From an optimization exercise on the open Yosys and OpenROAD flow, aimed at small area and a short achievable clock period; shortcuts taken in it are not production practice. The RTL was checked by simulation tests, not by an equivalence proof against the original design. No activity file was given, so power comes from the tool's default toggle rates.

## run 1
// stride_prefetcher_top
module stride_prefetcher_top (
    input  logic                    clk_i,
    input  logic                    rst_ni,
    input  logic                    snoop_valid_i,
    input  logic [49-1:0] snoop_addr_i,
    output logic                    pf_valid_o,
    input  logic                    pf_ready_i,
    output hwpf_pkg::line_addr_t              pf_base_line_o,
    output hwpf_pkg::stride_t                 pf_stride_o,
    output logic                    pf_drop_o
);
For scale: roughly 3600 cells after synthesis, roughly 1400 flip-flops, ~110 I/O pins, about 57000 µm² of cells after synthesis.
export LEC_CHECK = 0
export CAP_MARGIN = 20
export CORE_MARGIN = 2
export CORE_UTILIZATION = 40
export CTS_CLUSTER_DIAMETER = 100
export CTS_CLUSTER_SIZE = 30
export SETUP_SLACK_MARGIN = 4.3
export SLEW_MARGIN = 20
create_clock -name core_clock -period 7.2 [get_ports {clk_i}]
run.sh (not shown) runs the stock make flow with config.mk's settings and CLKGATE_MAP_FILE= SYNTH_SCRIPT=/design/flow/synth_recipe.tcl, a recipe that flattens the netlist after the stock synthesis.
Run 1 ended with every stage complete and zero timing, DRC or antenna violations.
## Diff of input files: run 2 against run 1
# run 1
export LEC_CHECK = 0
export CAP_MARGIN = 20
export CORE_MARGIN = 2
export CORE_UTILIZATION = 40
export CTS_CLUSTER_DIAMETER = 100
export CTS_CLUSTER_SIZE = 30
export SETUP_SLACK_MARGIN = 4.3
export SLEW_MARGIN = 20
create_clock -name core_clock -period 7.2 [get_ports {clk_i}]
# run 2
export LEC_CHECK = 0
export CAP_MARGIN = 20
export CORE_MARGIN = 2
export CORE_UTILIZATION = 35
export CTS_CLUSTER_DIAMETER = 80
export CTS_CLUSTER_SIZE = 24
export SETUP_SLACK_MARGIN = 4.3
export SLEW_MARGIN = 20
create_clock -name core_clock -period 7.2 [get_ports {clk_i}]
## What came out
- Against run 1, run 2 comes in 0.17 ns lower on clock period minus worst slack.
- Flip-flop and latch count: run 1 vs run 2 identical
- For run 2, the standard cell with the maximum stage delay on the critical path was sky130_fd_sc_hd__edfxtp_1, unlike run 1, where it was sky130_fd_sc_hd__or4_4.
- Going from run 1 to run 2, count of clock-buffer cells in the layout grows by 8.
Here is what was changed in the inputs of run 3 compared with run 2.
# run 2
export LEC_CHECK = 0
export CAP_MARGIN = 20
export CORE_MARGIN = 2
export CORE_UTILIZATION = 35
export CTS_CLUSTER_DIAMETER = 80
export CTS_CLUSTER_SIZE = 24
export SETUP_SLACK_MARGIN = 4.3
export SLEW_MARGIN = 20
create_clock -name core_clock -period 7.2 [get_ports {clk_i}]
# run 3
export LEC_CHECK = 0
export CAP_MARGIN = 20
export CORE_MARGIN = 2
export CORE_UTILIZATION = 40
export CTS_CLUSTER_DIAMETER = 80
export CTS_CLUSTER_SIZE = 24
export SETUP_SLACK_MARGIN = 4.4
export SLEW_MARGIN = 20
create_clock -name core_clock -period 7.2 [get_ports {clk_i}]
Notes after the runs:
Against run 2, run 3 reports a count of clock-buffer cells in the layout that is lower.
Combined global-route utilization of all metal layers: run 3 > run 2
Taking run 3 as 1.0, run 2 lands at 0.59 on number of gates resized after CTS.
Run 2 → run 3: non-clock buffer count went up 22, utilization went up 5.7 points.
Summary: with run 2 as the reference, vertical extent of the die in run 3 moved down by a few percent.
Going from run 2 to run 3, summed area of non-filler cells in the final layout level; power after layout moved up; netlist area before placement level.
diff inputs: run 3 => run 4
# run 3
export LEC_CHECK = 0
export CAP_MARGIN = 20
export CORE_MARGIN = 2
export CORE_UTILIZATION = 40
export CTS_CLUSTER_DIAMETER = 80
export CTS_CLUSTER_SIZE = 24
export SETUP_SLACK_MARGIN = 4.4
export SLEW_MARGIN = 20
create_clock -name core_clock -period 7.2 [get_ports {clk_i}]
# run 4
export LEC_CHECK = 0
export CAP_MARGIN = 20
export CORE_MARGIN = 2
export CORE_UTILIZATION = 30
export CTS_CLUSTER_DIAMETER = 80
export CTS_CLUSTER_SIZE = 24
export SETUP_SLACK_MARGIN = 4.3
export SLEW_MARGIN = 20
create_clock -name core_clock -period 7.2 [get_ports {clk_i}]
Results
Measured against each other, run 3 and run 4 differ in detailed-router iteration count before antenna repair, the higher figure coming from run 4.
The run showing the greater final critical delay including setup and external delays is run 3.
On count of clock-net buffers in the final layout, the lower figure sits with run 4, not run 3.
Of run 3 and run 4, run 4 shows the higher pin count of the biggest net entering global routing, with run 3 below it.
Compared with run 3, run 4 instantiates a larger number of cells.
Of the two candidates, run 3 has the worse setup slack and run 4 the better one.
Taking run 3 as the reference, in run 4 sequential share of power essentially unchanged, number of non-clock inverters neither gained nor lost much, met2 routed wirelength higher.
Looking at the reports, run 4 completed the entire flow and the layout it produced met the timing, design-rule and antenna checks.


The RTL this note starts from:
==> flow/design.v <==
package hwpf_pkg;
    typedef enum logic [2:0] {
        INITIAL,
        STRIDE_DETECTION,
        HIT1,
        HIT2,
        HIT3
    } train_state_e;
    typedef logic [39-1:0] region_tag_t;
    typedef logic [6-1:0] line_idx_t;
    typedef logic signed [6-1:0] stride_t;
    typedef logic [45-1:0] line_addr_t;
endpackage
`timescale 1ns/1ps
module snoop_capture (
    input  logic                    clk_i,
    input  logic                    rst_ni,
    input  logic                    snoop_valid_i,
    input  logic [49-1:0] snoop_addr_i,
    output logic                    cap_valid_o,
    output hwpf_pkg::line_addr_t    cap_line_o
);
    logic accept;
    assign accept = snoop_valid_i && (snoop_addr_i[49-1 -: 39] != '0);
    always_ff @(posedge clk_i) begin
        if (!rst_ni) begin
            cap_valid_o <= 1'b0;
        end else begin
            cap_valid_o <= accept;
        end
    end
    always_ff @(posedge clk_i) begin
        cap_line_o <= snoop_addr_i[49-1:4];
    end
endmodule
`timescale 1ns/1ps
module stride_table (
    input  logic                  clk_i,
    input  logic                  rst_ni,
    input  hwpf_pkg::region_tag_t snoop_tag_i,
    input  logic                  cap_valid_i,
    input  hwpf_pkg::line_addr_t  cap_line_i,
    output logic                  emit_valid_o,
    output hwpf_pkg::line_addr_t  emit_line_o,
    output hwpf_pkg::stride_t     emit_stride_o
);
    localparam int N = 8;
    logic [N-1:0]           valid_q;
    hwpf_pkg::region_tag_t  tag_q      [N];
    hwpf_pkg::line_idx_t    last_idx_q [N];
    hwpf_pkg::stride_t      stride_q   [N];
    hwpf_pkg::train_state_e state_q    [N];
    logic [N-1:0] raw_q;     
    logic [N-1:0] wr_q;      
    logic         same_q;    
    hwpf_pkg::region_tag_t cap_tag;
    hwpf_pkg::line_idx_t   cap_idx;
    assign cap_tag = cap_line_i[45-1 -: 39];
    assign cap_idx = cap_line_i[6-1:0];
    logic [N-1:0] older [N];
    logic [N-1:0] lru;
    logic [N-1:0] inv_first;
    logic [N-1:0] victim;
    logic [N-1:0] match;
    logic [N-1:0] sel;
    logic         hit;
    logic         alloc;
    always_comb begin
        for (int i = 0; i < N; i++) begin
            lru[i] = &older[i];
            inv_first[i] = !valid_q[i];
            for (int k = 0; k < i; k++) begin
                if (!valid_q[k]) inv_first[i] = 1'b0;
            end
            match[i] = valid_q[i] && (wr_q[i] ? same_q : raw_q[i]);
        end
        victim = (&valid_q) ? lru : inv_first;
        hit    = |match;
        sel    = hit ? match : victim;
        alloc  = cap_valid_i && !hit;
    end
    genvar gi, gj;
    generate
        for (gi = 0; gi < N; gi++) begin : g_row
            assign older[gi][gi] = 1'b1;
            for (gj = gi + 1; gj < N; gj++) begin : g_col
                logic older_q;
                always_ff @(posedge clk_i) begin
                    if (!rst_ni) begin
                        older_q <= 1'b0;
                    end else if (cap_valid_i && (sel[gi] || sel[gj])) begin
                        older_q <= sel[gj];
                    end
                end
                assign older[gi][gj] = older_q;
                assign older[gj][gi] = !older_q;
            end
        end
    endgenerate
    logic [N-1:0]           same_idx;    
    logic [N-1:0]           emit;        
    logic [N-1:0]           wen;         
    hwpf_pkg::stride_t      delta      [N];
    hwpf_pkg::train_state_e nxt_state  [N];
    hwpf_pkg::stride_t      cur_stride;
    logic                   do_emit;
    always_comb begin
        cur_stride = '0;
        for (int i = 0; i < N; i++) begin
            delta[i]    = hwpf_pkg::stride_t'(cap_idx - last_idx_q[i]);
            same_idx[i] = (cap_idx == last_idx_q[i]);
            emit[i]     = 1'b0;
            if (delta[i] != stride_q[i]) begin
                nxt_state[i] = (state_q[i] == hwpf_pkg::INITIAL) ? hwpf_pkg::STRIDE_DETECTION
                                                                 : hwpf_pkg::INITIAL;
            end else begin
                case (state_q[i])
                    hwpf_pkg::INITIAL:          nxt_state[i] = hwpf_pkg::STRIDE_DETECTION;
                    hwpf_pkg::STRIDE_DETECTION: nxt_state[i] = hwpf_pkg::HIT1;
                    hwpf_pkg::HIT1:             nxt_state[i] = hwpf_pkg::HIT2;
                    hwpf_pkg::HIT2:             nxt_state[i] = hwpf_pkg::HIT3;
                    hwpf_pkg::HIT3: begin
                        nxt_state[i] = hwpf_pkg::INITIAL;
                        emit[i]      = 1'b1;
                    end
                    default:                    nxt_state[i] = hwpf_pkg::INITIAL;
                endcase
            end
            wen[i] = cap_valid_i && (match[i] ? !same_idx[i] : (!hit && victim[i]));
            cur_stride = cur_stride | ({6{match[i]}} & stride_q[i]);
        end
        do_emit = cap_valid_i && |(match & ~same_idx & emit);
    end
    always_ff @(posedge clk_i) begin
        for (int i = 0; i < N; i++) begin
            raw_q[i] <= (snoop_tag_i == tag_q[i]);
            wr_q[i]  <= alloc && victim[i];
        end
        same_q <= (snoop_tag_i == cap_tag);
    end
    always_ff @(posedge clk_i) begin
        if (!rst_ni) begin
            valid_q      <= '0;
            emit_valid_o <= 1'b0;
        end else begin
            emit_valid_o <= do_emit;
            for (int i = 0; i < N; i++) begin
                if (wen[i]) valid_q[i] <= !(match[i] && emit[i]);
            end
        end
    end
    always_ff @(posedge clk_i) begin
        for (int i = 0; i < N; i++) begin
            if (wen[i]) begin
                tag_q[i]      <= cap_tag;
                last_idx_q[i] <= cap_idx;
                stride_q[i]   <= match[i] ? delta[i] : '0;
                state_q[i]    <= match[i] ? nxt_state[i] : hwpf_pkg::INITIAL;
            end
        end
    end
    always_ff @(posedge clk_i) begin
        emit_line_o   <= cap_line_i;
        emit_stride_o <= cur_stride;
    end
endmodule
`timescale 1ns/1ps
module stream_queue (
    input  logic                 clk_i,
    input  logic                 rst_ni,
    input  logic                 emit_valid_i,
    input  hwpf_pkg::line_addr_t emit_line_i,
    input  hwpf_pkg::stride_t    emit_stride_i,
    output logic                 pf_valid_o,
    input  logic                 pf_ready_i,
    output hwpf_pkg::line_addr_t pf_base_line_o,
    output hwpf_pkg::stride_t    pf_stride_o,
    output logic                 pf_drop_o
);
    localparam int BUF_N = 16 - 1;
    typedef logic [3:0] ptr_t;
    hwpf_pkg::line_addr_t base_mem   [BUF_N];
    hwpf_pkg::stride_t    stride_mem [BUF_N];
    ptr_t       rd_q;
    ptr_t       wr_q;
    logic [4:0] count_q;     
    logic       full;
    logic       multi;       
    logic       push;
    logic       pop;
    logic       head_from_buf;
    logic       head_from_in;
    logic       buf_write;
    hwpf_pkg::line_addr_t in_base;
    assign in_base = emit_line_i + {{(45 - 6){emit_stride_i[6-1]}},
                                    emit_stride_i};
    assign full  = count_q[4];
    assign multi = (count_q > 5'd1);
    assign pop   = pf_valid_o && pf_ready_i;
    assign push  = emit_valid_i && (!full || pf_ready_i);
    assign head_from_buf = pop && multi;
    assign head_from_in  = push && (!pf_valid_o || (pop && !multi));
    assign buf_write     = push && !head_from_in;
    function automatic ptr_t ptr_inc(input ptr_t p);
        if (p == ptr_t'(BUF_N - 1)) ptr_inc = '0;
        else                        ptr_inc = p + 1'b1;
    endfunction
    always_ff @(posedge clk_i) begin
        if (!rst_ni) begin
            rd_q       <= '0;
            wr_q       <= '0;
            count_q    <= '0;
            pf_valid_o <= 1'b0;
            pf_drop_o  <= 1'b0;
        end else begin
            pf_drop_o <= emit_valid_i && !push;
            if (buf_write) begin
                wr_q <= ptr_inc(wr_q);
            end
            if (head_from_buf) begin
                rd_q <= ptr_inc(rd_q);
            end
            case ({push, pop})
                2'b10: begin
                    count_q    <= count_q + 1'b1;
                    pf_valid_o <= 1'b1;
                end
                2'b01: begin
                    count_q    <= count_q - 1'b1;
                    pf_valid_o <= multi;
                end
                default: ;
            endcase
        end
    end
    always_ff @(posedge clk_i) begin
        if (head_from_buf) begin
            pf_base_line_o <= base_mem[rd_q];
            pf_stride_o    <= stride_mem[rd_q];
        end else if (head_from_in) begin
            pf_base_line_o <= in_base;
            pf_stride_o    <= emit_stride_i;
        end
    end
    always_ff @(posedge clk_i) begin
        for (int i = 0; i < BUF_N; i++) begin
            if (buf_write && wr_q == ptr_t'(i)) begin
                base_mem[i]   <= in_base;
                stride_mem[i] <= emit_stride_i;
            end
        end
    end
endmodule
`timescale 1ns/1ps
module stride_prefetcher_top (
    input  logic                    clk_i,
    input  logic                    rst_ni,
    input  logic                    snoop_valid_i,
    input  logic [49-1:0] snoop_addr_i,
    output logic                    pf_valid_o,
    input  logic                    pf_ready_i,
    output hwpf_pkg::line_addr_t              pf_base_line_o,
    output hwpf_pkg::stride_t                 pf_stride_o,
    output logic                    pf_drop_o
);
    logic                  cap_valid;
    hwpf_pkg::line_addr_t  cap_line;
    logic                  emit_valid;
    hwpf_pkg::line_addr_t  emit_line;
    hwpf_pkg::stride_t     emit_stride;
    snoop_capture u_capture (
        .clk_i         (clk_i),
        .rst_ni        (rst_ni),
        .snoop_valid_i (snoop_valid_i),
        .snoop_addr_i  (snoop_addr_i),
        .cap_valid_o   (cap_valid),
        .cap_line_o    (cap_line)
    );
    stride_table u_table (
        .clk_i         (clk_i),
        .rst_ni        (rst_ni),
        .snoop_tag_i   (snoop_addr_i[49-1 -: 39]),
        .cap_valid_i   (cap_valid),
        .cap_line_i    (cap_line),
        .emit_valid_o  (emit_valid),
        .emit_line_o   (emit_line),
        .emit_stride_o (emit_stride)
    );
    stream_queue u_queue (
        .clk_i          (clk_i),
        .rst_ni         (rst_ni),
        .emit_valid_i   (emit_valid),
        .emit_line_i    (emit_line),
        .emit_stride_i  (emit_stride),
        .pf_valid_o     (pf_valid_o),
        .pf_ready_i     (pf_ready_i),
        .pf_base_line_o (pf_base_line_o),
        .pf_stride_o    (pf_stride_o),
        .pf_drop_o      (pf_drop_o)
    );
endmodule
Settings: LEC_CHECK=0, CAP_MARGIN=20, CORE_MARGIN=2, CORE_UTILIZATION=40, SETUP_SLACK_MARGIN=4.0, SLEW_MARGIN=20; clock period 7.2 ns.
Then changed:
Settings changed: CTS_CLUSTER_DIAMETER set to 100, CTS_CLUSTER_SIZE set to 30.
Effect:
- setup slack gets worse by 37 ps
- cell count went down by 2.5%
- combinational power came out lower by about 1%
- total power came out lower by 19%
- wire length went down by 0.63%
- count of clock-buffer cells in the layout is lower by 96
- non-clock buffer count climbs by 7
- register-to-register slack gets worse by 40 ps
- cell area went down by 4.3%
Then changed:
Settings changed: CTS_CLUSTER_DIAMETER 100 to unset, CTS_CLUSTER_SIZE 30 to unset, SETUP_SLACK_MARGIN 4.0 to 4.5.
Outcome: Sequential cell count does not change; global-route usage rose by 2.6 points; first-iteration DRC count rises by 19%; cell count climbs by 8.9%; setup slack gains 7.1 ps; clock skew shrinks by 3.0 ps; synthesized cell count is unchanged; critical path depth goes up by 1; routed wire length grows by 15%; sequential power stays flat; cell area goes up by 16%.

## separate check: timing with driven ports
Ports are ideal in the flow. The routed layouts listed here were re-timed in OpenROAD.
Step 1: set_driving_cell puts a clkbuf_16 on clk_i and a buf_2 on each other input, an assumption about the parent block.
Step 2 moves the port delays by t, midway between the first and last clock arrival at a register: inputs arrive t later, outputs are due t later. That takes back most of the time a late clock gives input paths.
Three values: no drivers, after step 1, after step 2; two values: the first two.
run	shift t [ns]	slack for setup (ns)	hold WS [ns]	clock arrival spread, ns	worst data-port slew with drivers (ns)
run 1	0.806	4.103 / 4.103 / 3.517	0.483 / 0.483 / 0.483	0.042 / 0.042	0.07
run 2	0.788	4.272 / 4.198 / 3.503	0.475 / 0.475 / 0.475	0.050 / 0.050	0.08
run 3	0.790	4.187 / 4.187 / 3.641	0.480 / 0.480 / 0.480	0.041 / 0.041	0.07
run 4	0.798	4.211 / 4.211 / 3.478	0.442 / 0.442 / 0.442	0.041 / 0.041	0.18
the first run of note 2	0.853	3.860 / 3.860 / 3.222	0.472 / 0.472 / 0.472	0.024 / 0.024	0.08
the second run of note 2	0.798	3.822 / 3.822 / 3.291	0.482 / 0.482 / 0.482	0.048 / 0.048	0.08
the third run of note 2	0.869	3.830 / 3.830 / 3.653	0.432 / 0.432 / 0.432	0.047 / 0.047	0.08
After both steps every run listed still meets setup and hold. The setup slack of run 2, which loses most, moves by -0.074 ns with the drivers and by -0.769 ns with both steps.
